Source: an optimization exercise on an open RTL-to-GDS flow (aim: small area and a short achievable clock period). Production flows keep margins and buffers that such runs may drop. In this exercise RTL edits were held to simulation tests only and were not proved equivalent to the original. Power is estimated from default activity; no workload was simulated.

--- run.sh ---
#!/bin/bash
# synth_recipe.tcl (not shown) runs the flow's synth.tcl, then flattens the netlist and writes it again
# the make line also repeats each setting of config.mk as NAME=value (left out here)
make -C /OpenROAD-flow-scripts/flow DESIGN_CONFIG=/design/flow/config.mk WORK_HOME=/design/flow/orfs CLKGATE_MAP_FILE= SYNTH_SCRIPT=/design/flow/synth_recipe.tcl finish
--- config.mk ---
export PLATFORM = sky130hd
export DESIGN_NAME = rqfbi_top
export DESIGN_NICKNAME = rqfbi_top
export VERILOG_FILES = /design/flow/design.v
export SDC_FILE = /design/flow/constraint.sdc
export NUM_CORES = 4
export LEC_CHECK = 0
export CAP_MARGIN = 20
export CORE_MARGIN = 2
export CORE_UTILIZATION = 40
export SLEW_MARGIN = 20
--- constraint.sdc ---
create_clock -name core_clock -period 4.0 [get_ports {clk}]
set_input_delay 0.8000 -clock core_clock [delete_from_list [all_inputs] [get_ports {clk}]]
set_output_delay 0.8000 -clock core_clock [all_outputs]
set_load 0.01 [all_outputs]
--- design.v ---
`default_nettype none
package rqfbi_pkg;
	localparam int RQFBI_DEPTH     = 16;
	localparam int RQFBI_ITEM_BITS = 32;
	localparam int KIND_W          = 3;
	localparam int DATA_W          = 32;
	localparam int CAP_W           = 5;
	localparam logic [KIND_W-1:0] KIND_SEND_BACK  = 3'd0;
	localparam logic [KIND_W-1:0] KIND_SEND_FRONT = 3'd1;
	localparam logic [KIND_W-1:0] KIND_RECEIVE    = 3'd2;
	localparam logic [KIND_W-1:0] KIND_PEEK       = 3'd3;
	localparam logic [KIND_W-1:0] KIND_DROP_FRONT = 3'd4;
	localparam logic [KIND_W-1:0] KIND_FLUSH      = 3'd5;
	typedef struct packed {
		logic [KIND_W-1:0] kind;
		logic [DATA_W-1:0] item_data;
	} rqfbi_cmd_t;
	typedef struct packed {
		logic              accepted;
		logic [DATA_W-1:0] out_data;
		logic [CAP_W-1:0]  items_held;
		logic [CAP_W-1:0]  slots_free;
		logic              is_empty;
		logic              is_full;
	} rqfbi_res_t;
endpackage
`default_nettype wire
`default_nettype none
module ring_queue_front_back_insert #(
	parameter int DEPTH     = rqfbi_pkg::RQFBI_DEPTH,
	parameter int ITEM_BITS = rqfbi_pkg::RQFBI_ITEM_BITS
) (
	input  wire logic                          clk,
	input  wire logic                          arst_n,
	input  wire logic                          start,
	output logic                               busy,
	input  wire rqfbi_pkg::rqfbi_cmd_t         cmd,
	input  wire logic                          cfg_valid,
	output logic                               cfg_ready,
	input  wire logic [rqfbi_pkg::CAP_W-1:0]   cfg_data,
	output logic                               done,
	output rqfbi_pkg::rqfbi_res_t              result
);
	localparam int IDX_W   = (DEPTH > 1) ? $clog2(DEPTH) : 1;
	localparam int CMP_W   = ((IDX_W > rqfbi_pkg::CAP_W) ? IDX_W : rqfbi_pkg::CAP_W) + 1;
	localparam int CAP_MAX = (DEPTH < 31) ? DEPTH : 31;
	localparam int CAP_RST = (DEPTH < 16) ? DEPTH : 16;
	function automatic logic [IDX_W-1:0] step_up(input logic [IDX_W-1:0] idx,
			input logic [rqfbi_pkg::CAP_W-1:0] cap);
		logic [CMP_W-1:0] nxt;
		nxt = CMP_W'(idx) + CMP_W'(1);
		step_up = ((nxt >= CMP_W'(cap)) ? '0 : nxt[IDX_W-1:0]);
	endfunction
	function automatic logic [IDX_W-1:0] step_down(input logic [IDX_W-1:0] idx,
			input logic [rqfbi_pkg::CAP_W-1:0] cap);
		step_down = ((idx == '0) ? IDX_W'(cap - rqfbi_pkg::CAP_W'(1)) : idx - IDX_W'(1));
	endfunction
	logic [ITEM_BITS-1:0] mem [DEPTH];
	logic [ITEM_BITS-1:0] rd_data_q;
	logic [rqfbi_pkg::CAP_W-1:0] cap_q;
	logic [IDX_W-1:0] wr_idx_q;
	logic [IDX_W-1:0] rd_idx_q;
	logic [rqfbi_pkg::CAP_W-1:0] cnt_q;
	logic             fire;
	logic             cfg_fire;
	logic [rqfbi_pkg::CAP_W-1:0] cap_sat;
	logic [IDX_W-1:0] wr_idx_d;
	logic [IDX_W-1:0] rd_idx_d;
	logic [rqfbi_pkg::CAP_W-1:0] cnt_d;
	logic             acc_d;
	logic             mem_we;
	logic [IDX_W-1:0] mem_wa;
	logic             mem_re;
	logic [IDX_W-1:0] mem_ra;
	logic             not_full;
	logic             not_empty;
	logic             valid_s1;
	logic             acc_s1;
	logic             rd_s1;
	logic [rqfbi_pkg::CAP_W-1:0] held_s1;
	logic [rqfbi_pkg::CAP_W-1:0] free_s1;
	logic             empty_s1;
	logic             full_s1;
	assign busy      = cfg_valid;
	assign cfg_ready = ~valid_s1;
	assign fire      = start & ~busy;
	assign cfg_fire  = cfg_valid & cfg_ready;
	always_comb begin
		if (cfg_data == '0) begin
			cap_sat = rqfbi_pkg::CAP_W'(1);
		end else if (cfg_data > rqfbi_pkg::CAP_W'(CAP_MAX)) begin
			cap_sat = rqfbi_pkg::CAP_W'(CAP_MAX);
		end else begin
			cap_sat = cfg_data;
		end
	end
	assign not_full  = cnt_q < cap_q;
	assign not_empty = cnt_q != '0;
	always_comb begin
		wr_idx_d = wr_idx_q;
		rd_idx_d = rd_idx_q;
		cnt_d    = cnt_q;
		acc_d    = 1'b0;
		mem_we   = 1'b0;
		mem_wa   = wr_idx_q;
		mem_re   = 1'b0;
		mem_ra   = step_up(rd_idx_q, cap_q);
		case (cmd.kind)
			rqfbi_pkg::KIND_SEND_BACK: begin
				if (not_full) begin
					mem_we   = 1'b1;
					mem_wa   = wr_idx_q;
					wr_idx_d = step_up(wr_idx_q, cap_q);
					cnt_d    = cnt_q + rqfbi_pkg::CAP_W'(1);
					acc_d    = 1'b1;
				end
			end
			rqfbi_pkg::KIND_SEND_FRONT: begin
				if (not_full) begin
					mem_we   = 1'b1;
					mem_wa   = rd_idx_q;
					rd_idx_d = step_down(rd_idx_q, cap_q);
					cnt_d    = cnt_q + rqfbi_pkg::CAP_W'(1);
					acc_d    = 1'b1;
				end
			end
			rqfbi_pkg::KIND_RECEIVE: begin
				if (not_empty) begin
					mem_re   = 1'b1;
					rd_idx_d = mem_ra;
					cnt_d    = cnt_q - rqfbi_pkg::CAP_W'(1);
					acc_d    = 1'b1;
				end
			end
			rqfbi_pkg::KIND_PEEK: begin
				if (not_empty) begin
					mem_re = 1'b1;
					acc_d  = 1'b1;
				end
			end
			rqfbi_pkg::KIND_DROP_FRONT: begin
				if (not_empty) begin
					rd_idx_d = mem_ra;
					cnt_d    = cnt_q - rqfbi_pkg::CAP_W'(1);
					acc_d    = 1'b1;
				end
			end
			rqfbi_pkg::KIND_FLUSH: begin
				wr_idx_d = '0;
				rd_idx_d = IDX_W'(cap_q - rqfbi_pkg::CAP_W'(1));
				cnt_d    = '0;
				acc_d    = 1'b1;
			end
			default: begin
			end
		endcase
	end
	always_ff @(posedge clk) begin
		if (fire && mem_we) begin
			mem[mem_wa] <= ITEM_BITS'(cmd.item_data);
		end
		if (fire && mem_re) begin
			rd_data_q <= mem[mem_ra];
		end
	end
	always_ff @(posedge clk or negedge arst_n) begin
		if (!arst_n) begin
			cap_q    <= rqfbi_pkg::CAP_W'(CAP_RST);
			wr_idx_q <= '0;
			rd_idx_q <= IDX_W'(CAP_RST - 1);
			cnt_q    <= '0;
			valid_s1 <= 1'b0;
		end else begin
			valid_s1 <= fire;
			if (cfg_fire) begin
				cap_q    <= cap_sat;
				wr_idx_q <= '0;
				rd_idx_q <= IDX_W'(cap_sat - rqfbi_pkg::CAP_W'(1));
				cnt_q    <= '0;
			end else if (fire) begin
				wr_idx_q <= wr_idx_d;
				rd_idx_q <= rd_idx_d;
				cnt_q    <= cnt_d;
			end
		end
	end
	always_ff @(posedge clk) begin
		if (fire) begin
			acc_s1   <= acc_d;
			rd_s1    <= mem_re;
			held_s1  <= cnt_d;
			free_s1  <= cap_q - cnt_d;
			empty_s1 <= cnt_d == '0;
			full_s1  <= cnt_d == cap_q;
		end
	end
	assign done = valid_s1;
	always_comb begin
		result            = '0;
		result.accepted   = acc_s1;
		result.out_data   = rd_s1 ? rqfbi_pkg::DATA_W'(rd_data_q) : '0;
		result.items_held = held_s1;
		result.slots_free = free_s1;
		result.is_empty   = empty_s1;
		result.is_full    = full_s1;
	end
endmodule
`default_nettype wire
`default_nettype none
module rqfbi_top (
	input  wire logic        clk,
	input  wire logic        arst_n,
	input  wire logic        start,
	output logic             busy,
	input  wire logic [2:0]  cmd_kind,
	input  wire logic [31:0] cmd_data,
	input  wire logic        cfg_valid,
	output logic             cfg_ready,
	input  wire logic [4:0]  cfg_data,
	output logic             done,
	output logic             res_accepted,
	output logic [31:0]      res_out_data,
	output logic [4:0]       res_items_held,
	output logic [4:0]       res_slots_free,
	output logic             res_is_empty,
	output logic             res_is_full
);
	rqfbi_pkg::rqfbi_cmd_t cmd;
	rqfbi_pkg::rqfbi_res_t result;
	assign cmd.kind      = cmd_kind;
	assign cmd.item_data = cmd_data;
	ring_queue_front_back_insert u_q (
		.clk       (clk),
		.arst_n    (arst_n),
		.start     (start),
		.busy      (busy),
		.cmd       (cmd),
		.cfg_valid (cfg_valid),
		.cfg_ready (cfg_ready),
		.cfg_data  (cfg_data),
		.done      (done),
		.result    (result)
	);
	assign res_accepted   = result.accepted;
	assign res_out_data   = result.out_data;
	assign res_items_held = result.items_held;
	assign res_slots_free = result.slots_free;
	assign res_is_empty   = result.is_empty;
	assign res_is_full    = result.is_full;
endmodule
`default_nettype wire
==> summary.txt <==
## worst max path at each step
stage	startpoint	to	slack, ps
floorplan	cmd_kind[2]	u_q.rd_data_q[0]	290
global placement	cmd_kind[2]	u_q.free_s1[4]	250
detailed placement	cmd_kind[1]	u_q.free_s1[4]	190
CTS	u_q.rd_idx_q[0]	u_q.rd_data_q[31]	360
global route	u_q.rd_idx_q[0]	u_q.rd_data_q[31]	200
finish	u_q.rd_idx_q[0]	u_q.rd_data_q[31]	410
## through the flow
step | util, % | setup WS, ps | hold WS, ps
final | 47.0 | 413 | 600
after global routing | 47.0 | 205 | 659
after CTS | 47.0 | 365 | 597
after detailed placement | 44.0 | 188 | 593
after global placement | 44.0 | 252 | 579
after floorplan | - | 291 | 504
## worst register-to-register path, cell delays in order (launching register included)
cell,delay (ps)
dfstp_4,660
buf_4,280
inv_2,90
ha_4,400
ha_1,270
nand2_1,120
o21ai_4,110
a21oi_4,230
buf_12,340
a31oi_1,240
o221a_2,310
o32ai_1,180
buf_4,200
## power breakdown
part | total [W] | switching (W) | internal (W) | leakage [nW]
Sequential | 0.00697 | 0.0000982 | 0.00687 | 5.27
Clock | 0.00533 | 0.00229 | 0.00304 | 0.908
Combinational | 0.00505 | 0.00317 | 0.00188 | 3.67
## layer usage
| layer | part of all wire [%] | GRT usage (%) | up-vias |
|---|---|---|---|
| met5 | 0.013 | 0 | - |
| met4 | 1.6 | 4.56 | 2 |
| met3 | 5.5 | 3.16 | 66 |
| met2 | 49 | 32.1 | 425 |
| met1 | 44 | 26.7 | 7620 |
| li1 | - | - | 6876 |
## flip-flops by register name, indices dropped and copies added, names as in the netlist, 4 cells and up
signal,flops
u_q.free_s1,5
u_q.rd_idx_q,4
u_q.rd_data_q,32
u_q.cnt_q,5
u_q.mem,512
u_q.cap_q,5
u_q.held_s1,5
u_q.wr_idx_q,4
## final cells by class
| cell class | instances | area, um^2 |
|---|---|---|
| fillers | 5277 | 32600 |
| repair buffers | 166 | 1600 |
| flip-flops and latches | 577 | 17200 |
| well taps | 790 | 988 |
| multi-input cells | 938 | 6990 |
| clock buffers | 73 | 1530 |
| clock inverters | 37 | 344 |
| inverters | 56 | 210 |
## cells in the final DEF (no fill, tap or decap), drive strengths merged, types with 3 or more instances in the layout
master / count
a21o: 6
o211ai: 36
o21ai: 57
nand2: 67
clkbuf: 73
xnor2: 5
a21oi: 51
and3: 3
bufinv: 5
clkdlybuf4s50: 91
clkinv: 29
nor3: 15
a211o: 33
o22ai: 33
nor2: 93
o221ai: 35
a22o: 4
dfrtp: 14
nor2b: 6
inv: 57
nand3: 35
edfxtp: 558
nand2b: 7
o32ai: 35
buf: 75
ha: 26
xor2: 6
o221a: 32
or3b: 3
and2: 70
nor3b: 5
a31oi: 70
dfstp: 5
a211oi: 5
mux2i: 163
## cell families (layout without fill, tap and decap cells)
logic type	count (synthesis)	in the layout
flops	577	577
xor+xnor	12	12
simple gates	316	316
compound gates	419	419
mux	164	164
buf+inv	173	332
fa+ha+maj	27	27
==> impl_results.md <==
- Minimum clock period: 3590 ps
- Main combinational cell family by area after synthesis: compound AO/OA/AOI/OAI gates
- Syn nets: 1759
- Synth unique cells: 79
- Syn Inst Count: 1688
- GR Overflow Total: 0
- Final period utilization: 89.7%
- Placed Cells: 2527
- Leakage: roughly 10 nW
- Via density per instance: 5.68
- CTS Buffer Depth: 3
- Final TNS setup: 0 ps
- WP data required: 4480 ps
- Ys async rst share: 3.29%
- Peak fanout along the critical path: 99
- Vias in the first global route: approximately 15000
- IO Pins: 92
- Biggest area consumer among synthesized cells: edfxtp_1
- DRC: 0
- CP most frequent cell: buf_4
- Design area: 0.0289 mm^2
- First-pass GRT wire length: 93100 um
- Reg-to-reg endpoint: u_q.rd_data_q[31]
- Leading post-synthesis cells by cell area: edfxtp_1 68%, mux2i_1 6.6%, a31oi_1 1.7%
- Core Area: 0.0615 mm^2
- WL per Instance: between 20 and 25 um
- H-Tree Depth: 2
- Syn. warnings: 1
- # diodes: 0
- CP Capture Type: flip-flop
- First-pass DRT Iterations: 6
- Later-pin clock latency in the skew report: roughly 640 ps
- Critical Path Stages: 12
- Crit path DAT: 4070 ps
- Worst min path class: flip-flop to flip-flop
- Post-CTS Setup Bufs: 0
- Slowest cell on the critical path: dfstp_4
- Cts hold-fix bufs: 0
- Site Rows: 91
- Post-synthesis compound-gate area fraction: 12.6%
- Reg2Reg Depth: 12
- Slew margin rel.: 26.8%
- CTS tree: built
- Buffers on Ports: 91
- Share of cells above drive strength 1: 13.2%
- Setup Skew: 34.3 ps
- RSZ-0062 raised after global routing: no
- Routed vias: between 10000 and 15000
- Final WL: roughly 62000 um
- Cell with the most instances after synthesis: edfxtp_1
- Post-Synth XOR/XNOR Area: 0.479%
- Clock slew at reported path FFs: 60 ps
- Status: no timing/DRC/antenna violations
- Die width: ~250 um
- Worst path cell trace: buf_4, inv_2, ha_4, ha_1, nand2_1, o21ai_4, a21oi_4, buf_12, a31oi_1, o221a_2, o32ai_1, buf_4
- Post-synth EDFFs: 558
- Cts bufs inserted: 59
- Mapped cell area: 0.0248 mm^2
- Initial Util: about two fifths
- Syn avg cell area: between 10 and 15 um^2
- Proportion of synthesized area in mux cells: 6.62%
- R2R Setup Slk: about 410 ps
- Max_cap viols: 0
- Post-CTS resize count: 0
- Sequential element share of the synthesized area: 69.5%
- Placed Area: 0.0270 mm^2
- Hold Path Sink: u_q.rd_idx_q[1]
- Hold Path Origin: u_q.rd_idx_q[1]
- CP Class: flip-flop to flip-flop
- Syn-to-layout area delta: 16.5%
- Final Slew Violations: 0
- Synth Flop Type: edfxtp_1
- Buffers and inverters on the worst path: 4
- Nets: 1869
- Worst setup SP type: flip-flop
- Dpl hpwl: about 36000 um
- DR iter-0 viols: roughly 1400
- Final hold violation count: 0
- Max frequency: approximately 280 MHz
- Critical R2R Launch: u_q.rd_idx_q[0]
- Number of nets still failing antenna checks after routing: 0
- Design Power: 0.0173 W
- Commonest cells post-synth: 558 x edfxtp_1, 163 x mux2i_1, 92 x nor2_1
- Register bit total from synthesis: 577
- Largest net degree at the start of global routing: 138
- Worst hold stages: 2
- Largest delay share family, worst path: compound AO/OA/AOI/OAI gates
- Gr usage total: 19.3%
- Adder-cell area share of the yosys netlist: 1.39%
- Post-synth top area share: 67.5%
- Initial antenna violation count: 1
- Final Setup Violations: 0
- CTS sink cnt: 577
- PwrDens: between 600 and 700 mW/mm^2
- Crit path largest cell delay: ~660 ps
- Die Area: 0.0640 mm^2
- Synth Area in Simple Gates: 6.39%
- CTS root buf: clkbuf_16
- Slew @ Worst Pin: 1090 ps
- Placer Congestion: 0.837
- Fin cells: between 2000 and 3000
- Max VDD drop: 0.459 mV
- Die Y: 253 um

## afterwards: timing with drivers on the ports
Ports are ideal in the flow. The routed layout listed here was re-timed in OpenROAD.
Step 1 assumes that a clkbuf_16 drives the clock port and a buf_2 every other input.
Step 2 moves the port delays by t, midway between the first and last clock arrival at a register: inputs arrive t later, outputs are due t later. That takes back most of the time a late clock gives input paths.
Three values: ideal ports, drivers, drivers and shift; two values: the first two.
t, ns: 0.688
setup slack, ns: 0.413 / 0.413 / 0.159
hold WS [ns]: 0.600 / 0.600 / 0.600
latest minus earliest clock arrival (ns): 0.038 / 0.039
After both steps this run still meets setup and hold. The setup slack of this run moves by 0.000 ns with the drivers and by -0.254 ns with both steps.
